From an optimization exercise on the open Yosys and OpenROAD flow, aimed at small area; shortcuts taken in it are not production practice. Function was checked by simulation only, so behaviour that the tests miss may differ from the original. The clock port is modelled as an ideal driver; clocking choices that lean on that would not hold on a real chip.

==> inputs of garnet <==
// sdf_delay_line
module sdf_delay_line #(
   parameter int WIDTH         = 24,
   parameter int MAX_DELAY     = 64,
   parameter int ADDR_W        = 6,
   parameter int DEFAULT_DELAY = 8
) (
   input  logic              clk,
   input  logic              rst,
   input  logic              en,
   input  logic              cfg_load,
   input  logic [ADDR_W:0]   delay_sel,
   input  logic [WIDTH-1:0]  dataIn_R,
   input  logic [WIDTH-1:0]  dataIn_I,
   output logic [WIDTH-1:0]  dataOut_R,
   output logic [WIDTH-1:0]  dataOut_I,
   output logic              out_valid,
   output logic [ADDR_W:0]   delay_q
);
==> module sdf_delay_line, before the edit <==
module sdf_delay_line #(
   parameter int WIDTH         = 24,
   parameter int MAX_DELAY     = 64,
   parameter int ADDR_W        = 6,
   parameter int DEFAULT_DELAY = 8
) (
   input  logic              clk,
   input  logic              rst,
   input  logic              en,
   input  logic              cfg_load,
   input  logic [ADDR_W:0]   delay_sel,
   input  logic [WIDTH-1:0]  dataIn_R,
   input  logic [WIDTH-1:0]  dataIn_I,
   output logic [WIDTH-1:0]  dataOut_R,
   output logic [WIDTH-1:0]  dataOut_I,
   output logic              out_valid,
   output logic [ADDR_W:0]   delay_q
);
   localparam int W2 = 2*WIDTH;
   localparam logic [ADDR_W:0] c_max_delay     = (ADDR_W+1)'(MAX_DELAY);
   localparam logic [ADDR_W:0] c_default_delay = (ADDR_W+1)'(DEFAULT_DELAY);
   localparam logic [ADDR_W:0] c_min_delay     = (ADDR_W+1)'(1);
   logic [ADDR_W:0]    fill_q,       fill_d;      
   logic [WIDTH-1:0]   dout_r_q,     dout_r_d;
   logic [WIDTH-1:0]   dout_i_q,     dout_i_d;
   logic               out_valid_q,  out_valid_d;
   logic               dphase_q,     dphase_d;    
   logic [ADDR_W:0]    w_delay_clamped;
   logic [ADDR_W-1:0]  sel_q,        sel_d;       
   logic [ADDR_W-1:0]  w_seln;                    
   logic               w_full;
   logic [W2-1:0]      w_last_seg;                 
   always_comb begin
      w_delay_clamped = delay_sel;
      if (delay_sel == '0) begin
         w_delay_clamped = c_min_delay;
      end else if (delay_sel > c_max_delay) begin
         w_delay_clamped = c_max_delay;
      end
   end
   assign w_full = (fill_q == '0);
   logic          phase_q;
   logic          w_keep;                         
   logic          w_move;                         
   logic [W2-1:0] stage0;
   logic [W2-1:0] tap [ADDR_W];                
   logic [W2-1:0] w_din_code;
   assign w_keep     = ~en | cfg_load;
   assign w_move     = en;
   assign w_din_code = {dataIn_R, dataIn_I} ^ {W2{phase_q}};
   always_ff @(posedge clk or posedge rst) begin
      if (rst) begin
         phase_q <= 1'b0;
      end else begin
         phase_q <= ~phase_q;
      end
   end
   logic [W2-1:0] stage0_d;
   sdf_delay_line_oai #(.N(W2)) u_stage0_next (
      .a(w_din_code), .s(w_keep), .b(stage0), .t(w_move), .y(stage0_d));
   always_ff @(posedge clk) begin
      stage0 <= stage0_d;
   end
   assign tap[0] = stage0;
   for (genvar k = 0; k < ADDR_W; k++) begin : g_seg
      localparam int B = ADDR_W-1-k;              
      localparam int L = 1 << B;                  
      logic [L*W2-1:0] seg;
      logic [L*W2-1:0] seg_in;
      if (L == 1) begin : g_one
         assign seg_in = tap[k];
      end else begin : g_many
         assign seg_in = {seg[(L-1)*W2-1:0], tap[k]};
      end
      logic [L*W2-1:0] seg_d;
      sdf_delay_line_oai #(.N(L*W2)) u_seg_next (
         .a(seg_in), .s(w_keep), .b(seg), .t(w_move), .y(seg_d));
      always_ff @(posedge clk) begin
         seg <= seg_d;
      end
      if (k < ADDR_W-1) begin : g_tap
         sdf_delay_line_oai #(.N(W2)) u_tap (
            .a(tap[k]), .s(sel_q[B]), .b(seg[L*W2-1 -: W2]), .t(w_seln[B]), .y(tap[k+1]));
      end else begin : g_last
         assign w_last_seg = seg[L*W2-1 -: W2];
      end
   end
   logic w_out_valid;
   logic w_out_seg;                               
   logic w_out_byp;                               
   logic w_out_hold;                              
   assign w_out_valid = en & ~cfg_load & w_full;
   assign w_out_seg   = w_out_valid & sel_q[0];
   assign w_out_byp   = w_out_valid & ~sel_q[0];
   assign w_out_hold  = ~(en | cfg_load);
   sdf_delay_line_aoi #(.N(W2)) u_dout_next (
      .a(tap[ADDR_W-1]), .sa(w_out_byp), .b(w_last_seg), .sb(w_out_seg),
      .c({dout_r_q, dout_i_q}), .sc(w_out_hold), .y({dout_r_d, dout_i_d}));
   always_comb begin
      sel_d       = sel_q;
      fill_d      = fill_q;
      out_valid_d = 1'b0;
      dphase_d    = ~dphase_q;
      if (cfg_load) begin
         sel_d    = ADDR_W'(w_delay_clamped - c_min_delay);
         fill_d   = w_delay_clamped;
         dphase_d = 1'b1;
      end else if (en) begin
         if (w_full) begin
            out_valid_d = 1'b1;
            dphase_d    = phase_q;
         end else begin
            dphase_d = 1'b1;
            fill_d   = fill_q - c_min_delay;
         end
      end
   end
   always_ff @(posedge clk or posedge rst) begin
      if (rst) begin
         sel_q       <= ADDR_W'(c_default_delay - c_min_delay);
         fill_q      <= c_default_delay;
         dout_r_q    <= '0;
         dout_i_q    <= '0;
         out_valid_q <= 1'b0;
         dphase_q    <= 1'b0;
      end else begin
         sel_q       <= sel_d;
         fill_q      <= fill_d;
         dout_r_q    <= dout_r_d;
         dout_i_q    <= dout_i_d;
         out_valid_q <= out_valid_d;
         dphase_q    <= dphase_d;
      end
   end
   assign w_seln = ~sel_q;
   assign delay_q   = {1'b0, sel_q} + c_min_delay;
   assign dataOut_R = dout_r_q ^ {WIDTH{dphase_q}};
   assign dataOut_I = dout_i_q ^ {WIDTH{dphase_q}};
   assign out_valid = out_valid_q;
endmodule
==> module sdf_delay_line_aoi, before the edit <==
module sdf_delay_line_aoi #(
   parameter int N = 1
) (
   input  logic [N-1:0] a,
   input  logic         sa,
   input  logic [N-1:0] b,
   input  logic         sb,
   input  logic [N-1:0] c,
   input  logic         sc,
   output logic [N-1:0] y
);
   assign y = ~((a & {N{sa}}) | (b & {N{sb}}) | (c & {N{sc}}));
endmodule
==> module sdf_delay_line_oai, before the edit <==
module sdf_delay_line_oai #(
   parameter int N = 1
) (
   input  logic [N-1:0] a,
   input  logic         s,
   input  logic [N-1:0] b,
   input  logic         t,
   output logic [N-1:0] y
);
   assign y = ~((a | {N{s}}) & (b | {N{t}}));
endmodule
Settings: LEC_CHECK=0, CAP_MARGIN=20, CORE_MARGIN=2, CORE_UTILIZATION=70, CTS_CLUSTER_DIAMETER=100, CTS_CLUSTER_SIZE=30, SLEW_MARGIN=20, SYNTH_HIERARCHICAL=1, SYNTH_MINIMUM_KEEP_SIZE=0; clock period 5.0 ns.
standard.sh (not shown) runs the stock make flow with config.mk's settings and CLKGATE_MAP_FILE= SYNTH_SCRIPT=/design/flow/synth_recipe.tcl, a recipe that flattens the netlist after the stock synthesis.
==> flow/flow/run.sh <==
#!/bin/bash
# Standard ORFS layout with three changes: the OR-AND-invert and AND-OR-invert gates that
# synthesis upsized are set back to size 1 after the floorplan, port
# buffers use the smallest buffer cell, and the clock tree uses larger
# sink clusters driven by clkbuf_8, without dummy loads.
set -euo pipefail
cd "$(dirname "$0")/.."
W=$(pwd)
export CTS_ARGS="-sink_clustering_enable -repair_clock_nets -buf_list sky130_fd_sc_hd__clkbuf_8 -sink_clustering_size 20 -sink_clustering_max_diameter 60 -dont_use_dummy_load"
export BUFFER_PORTS_ARGS="-buffer_cell sky130_fd_sc_hd__buf_1"
export RESULTS=$W/orfs/results/sky130hd/sdf_delay_line/base
bash standard.sh synth > synth.log 2>&1
bash standard.sh floorplan > floorplan.log 2>&1
openroad -no_init -exit flow/downsize.tcl > downsize.log 2>&1
bash standard.sh place > place.log 2>&1
bash standard.sh cts > cts.log 2>&1
bash standard.sh route > route.log 2>&1
bash standard.sh finish > finish.log 2>&1
==> flow/flow/downsize.tcl <==
# Synthesis sizes the OR-AND-invert and AND-OR-invert gates for a load it assumes at each
# module output; set them back to the smallest size before placement, whose
# repair resizes or buffers any net that then needs it.
set P $::env(FLOW_HOME)/platforms/sky130hd
set R $::env(RESULTS)
read_lef $P/lef/sky130_fd_sc_hd.tlef
read_lef $P/lef/sky130_fd_sc_hd_merged.lef
read_liberty $P/lib/sky130_fd_sc_hd__tt_025C_1v80.lib
read_db $R/2_floorplan.odb
set db [ord::get_db]
set n 0
foreach inst [[ord::get_db_block] getInsts] {
  set m [[$inst getMaster] getName]
  if {[regexp {^(sky130_fd_sc_hd__(o22ai|a222oi))_[248]$} $m -> base]} {
    $inst swapMaster [$db findMaster ${base}_1]
    incr n
  }
}
puts "downsized $n OR-AND-invert and AND-OR-invert cells"
write_db $R/2_floorplan.odb
==> inputs of violet, as changes to garnet <==
==> flow/design.v (replaced) <==
`default_nettype none
module sdf_delay_line #(
   parameter int WIDTH         = 24,
   parameter int MAX_DELAY     = 64,
   parameter int ADDR_W        = 6,
   parameter int DEFAULT_DELAY = 8
) (
   input  logic              clk,
   input  logic              rst,
   input  logic              en,
   input  logic              cfg_load,
   input  logic [ADDR_W:0]   delay_sel,
   input  logic [WIDTH-1:0]  dataIn_R,
   input  logic [WIDTH-1:0]  dataIn_I,
   output logic [WIDTH-1:0]  dataOut_R,
   output logic [WIDTH-1:0]  dataOut_I,
   output logic              out_valid,
   output logic [ADDR_W:0]   delay_q
);
   localparam int W2 = 2*WIDTH;
   localparam logic [ADDR_W:0] c_max_delay     = (ADDR_W+1)'(MAX_DELAY);
   localparam logic [ADDR_W:0] c_default_delay = (ADDR_W+1)'(DEFAULT_DELAY);
   localparam logic [ADDR_W:0] c_min_delay     = (ADDR_W+1)'(1);
   logic [ADDR_W:0]    delay_d;
   logic [ADDR_W:0]    fill_q,       fill_d;      
   logic [WIDTH-1:0]   dout_r_q,     dout_r_d;
   logic [WIDTH-1:0]   dout_i_q,     dout_i_d;
   logic               out_valid_q,  out_valid_d;
   logic               dphase_q,     dphase_d;    
   logic [ADDR_W:0]    w_delay_clamped;
   logic [ADDR_W-1:0]  sel_q,        sel_d;       
   logic               w_full;
   logic [W2-1:0]      w_line_out;
   always_comb begin
      w_delay_clamped = delay_sel;
      if (delay_sel == '0) begin
         w_delay_clamped = c_min_delay;
      end else if (delay_sel > c_max_delay) begin
         w_delay_clamped = c_max_delay;
      end
   end
   assign w_full = (fill_q == '0);
   logic          phase_q;
   logic          w_keep;                         
   logic          w_move;                         
   logic [W2-1:0] stage0;
   logic [W2-1:0] tap [ADDR_W+1];                
   logic [W2-1:0] w_din_code;
   assign w_keep     = ~en | cfg_load;
   assign w_move     = en;
   assign w_din_code = {dataIn_R, dataIn_I} ^ {W2{phase_q}};
   always_ff @(posedge clk or posedge rst) begin
      if (rst) begin
         phase_q <= 1'b0;
      end else begin
         phase_q <= ~phase_q;
      end
   end
   always_ff @(posedge clk) begin
      stage0 <= ~((w_din_code | {W2{w_keep}}) & (stage0 | {W2{w_move}}));
   end
   assign tap[0] = stage0;
   for (genvar k = 0; k < ADDR_W; k++) begin : g_seg
      localparam int B = ADDR_W-1-k;              
      localparam int L = 1 << B;                  
      logic [L*W2-1:0] seg;
      logic [L*W2-1:0] seg_in;
      if (L == 1) begin : g_one
         assign seg_in = tap[k];
      end else begin : g_many
         assign seg_in = {seg[(L-1)*W2-1:0], tap[k]};
      end
      always_ff @(posedge clk) begin
         seg <= ~((seg_in | {(L*W2){w_keep}}) & (seg | {(L*W2){w_move}}));
      end
      assign tap[k+1] = sel_q[B] ? seg[L*W2-1 -: W2] : tap[k];
   end
   assign w_line_out = tap[ADDR_W];
   always_comb begin
      delay_d     = delay_q;
      sel_d       = sel_q;
      fill_d      = fill_q;
      dout_r_d    = dout_r_q;
      dout_i_d    = dout_i_q;
      out_valid_d = 1'b0;
      dphase_d    = dphase_q;
      if (cfg_load) begin
         delay_d  = w_delay_clamped;
         sel_d    = ADDR_W'(w_delay_clamped - c_min_delay);
         fill_d   = w_delay_clamped;
         dout_r_d = '0;
         dout_i_d = '0;
         dphase_d = 1'b0;
      end else if (en) begin
         if (w_full) begin
            dout_r_d    = w_line_out[W2-1:WIDTH];
            dout_i_d    = w_line_out[WIDTH-1:0];
            out_valid_d = 1'b1;
            dphase_d    = phase_q;
         end else begin
            dout_r_d = '0;
            dout_i_d = '0;
            dphase_d = 1'b0;
            fill_d   = fill_q - c_min_delay;
         end
      end
   end
   always_ff @(posedge clk or posedge rst) begin
      if (rst) begin
         delay_q     <= c_default_delay;
         sel_q       <= ADDR_W'(c_default_delay - c_min_delay);
         fill_q      <= c_default_delay;
         dout_r_q    <= '0;
         dout_i_q    <= '0;
         out_valid_q <= 1'b0;
         dphase_q    <= 1'b0;
      end else begin
         delay_q     <= delay_d;
         sel_q       <= sel_d;
         fill_q      <= fill_d;
         dout_r_q    <= dout_r_d;
         dout_i_q    <= dout_i_d;
         out_valid_q <= out_valid_d;
         dphase_q    <= dphase_d;
      end
   end
   assign dataOut_R = dout_r_q ^ {WIDTH{dphase_q}};
   assign dataOut_I = dout_i_q ^ {WIDTH{dphase_q}};
   assign out_valid = out_valid_q;
endmodule
`default_nettype wire
==> flow/flow/run.sh (replaced) <==
#!/bin/bash
# Standard ORFS layout with three changes: port buffers of the smallest
# buffer cell, cells downsized where slack allows after placement, and a
# clock tree of larger sink clusters without dummy loads.
set -euo pipefail
cd "$(dirname "$0")/.."
W=$(pwd)
export CTS_ARGS="-sink_clustering_enable -repair_clock_nets -sink_clustering_size 30 -sink_clustering_max_diameter 100 -dont_use_dummy_load"
export BUFFER_PORTS_ARGS="-buffer_cell sky130_fd_sc_hd__buf_1"
export RESULTS=$W/orfs/results/sky130hd/sdf_delay_line/base
bash standard.sh synth > synth.log 2>&1
bash standard.sh floorplan > floorplan.log 2>&1
bash standard.sh place > place.log 2>&1
openroad -no_init -exit flow/recover.tcl > recover.log 2>&1
bash standard.sh cts > cts.log 2>&1
bash standard.sh route > route.log 2>&1
bash standard.sh finish > finish.log 2>&1
==> flow/flow/recover.tcl (new file) <==
# Downsize cells on paths with slack to spare (OpenROAD's power recovery),
# then legalise the placement again. Reads and rewrites the placed design.
set P $::env(FLOW_HOME)/platforms/sky130hd
set R $::env(RESULTS)
read_lef $P/lef/sky130_fd_sc_hd.tlef
read_lef $P/lef/sky130_fd_sc_hd_merged.lef
read_liberty $P/lib/sky130_fd_sc_hd__tt_025C_1v80.lib
read_db $R/3_place.odb
read_sdc $R/3_place.sdc
source $P/setRC.tcl
set_dont_use {sky130_fd_sc_hd__probe_p_8 sky130_fd_sc_hd__probec_p_8 sky130_fd_sc_hd__lpflow_*}
estimate_parasitics -placement
puts "area before [expr {[rsz::design_area] * 1e12}]"
report_worst_slack
repair_timing -recover_power 100 -setup_margin 0.5
puts "area after [expr {[rsz::design_area] * 1e12}]"
report_worst_slack
detailed_placement
check_placement -verbose
write_db $R/3_place.odb
ABC_AREA = 1   (was not set)
SYNTH_HIERARCHICAL = not set   (was 1)
SYNTH_MINIMUM_KEEP_SIZE = not set   (was 0)
removed: flow/flow/downsize.tcl
==> inputs of harbor, as changes to garnet <==
--- a/flow/flow/run.sh
+++ b/flow/flow/run.sh
@@ -6,7 +6,7 @@
 set -euo pipefail
 cd "$(dirname "$0")/.."
 W=$(pwd)
-export CTS_ARGS="-sink_clustering_enable -repair_clock_nets -buf_list sky130_fd_sc_hd__clkbuf_8 -sink_clustering_size 20 -sink_clustering_max_diameter 60 -dont_use_dummy_load"
+export CTS_ARGS="-sink_clustering_enable -repair_clock_nets -buf_list sky130_fd_sc_hd__clkbuf_8 -sink_clustering_size 18 -sink_clustering_max_diameter 80 -dont_use_dummy_load"
 export BUFFER_PORTS_ARGS="-buffer_cell sky130_fd_sc_hd__buf_1"
 export RESULTS=$W/orfs/results/sky130hd/sdf_delay_line/base
 bash standard.sh synth > synth.log 2>&1
==> notes <==
garnet completed without violations. violet finished clean. harbor finished clean.
Via count, highest first: violet, harbor, garnet.
Clock-buffer cell count: harbor is higher than garnet (16).
Worst hold slack, highest first: harbor, violet, garnet.
Fmax, highest first: violet, garnet, harbor.

[separate check: timing with driven ports]
The flow's constraints put no driver on any port. The routed layouts listed below were extracted and timed again, unchanged, in two steps. Step 1: set_driving_cell puts a clkbuf_16 on clk and a buf_2 on each other input, an assumption about the parent block. Step 2 moves the port delays by t, midway between the first and last clock arrival at a register: inputs arrive t later, outputs are due t later. That takes back most of the time a late clock gives input paths. a / b / c = ideal / step 1 / step 2; a / b = the first two.
run | t, ns | slack for setup (ns) | hold WS [ns] | worst setup path at the end
garnet | 0.974 | 0.926 / 0.850 / 1.574 | 0.083 / 0.027 / 0.423 | input to register
violet | 0.813 | 1.844 / 1.762 / 1.215 | 0.354 / 0.293 / 0.424 | input to register
harbor | 0.978 | 0.906 / 0.828 / 1.580 | 0.379 / 0.321 / 0.385 | input to register
After both steps setup and hold are still met in every run listed. The setup slack of violet, which loses most, moves by -0.082 ns with the drivers and by -0.629 ns with both steps.
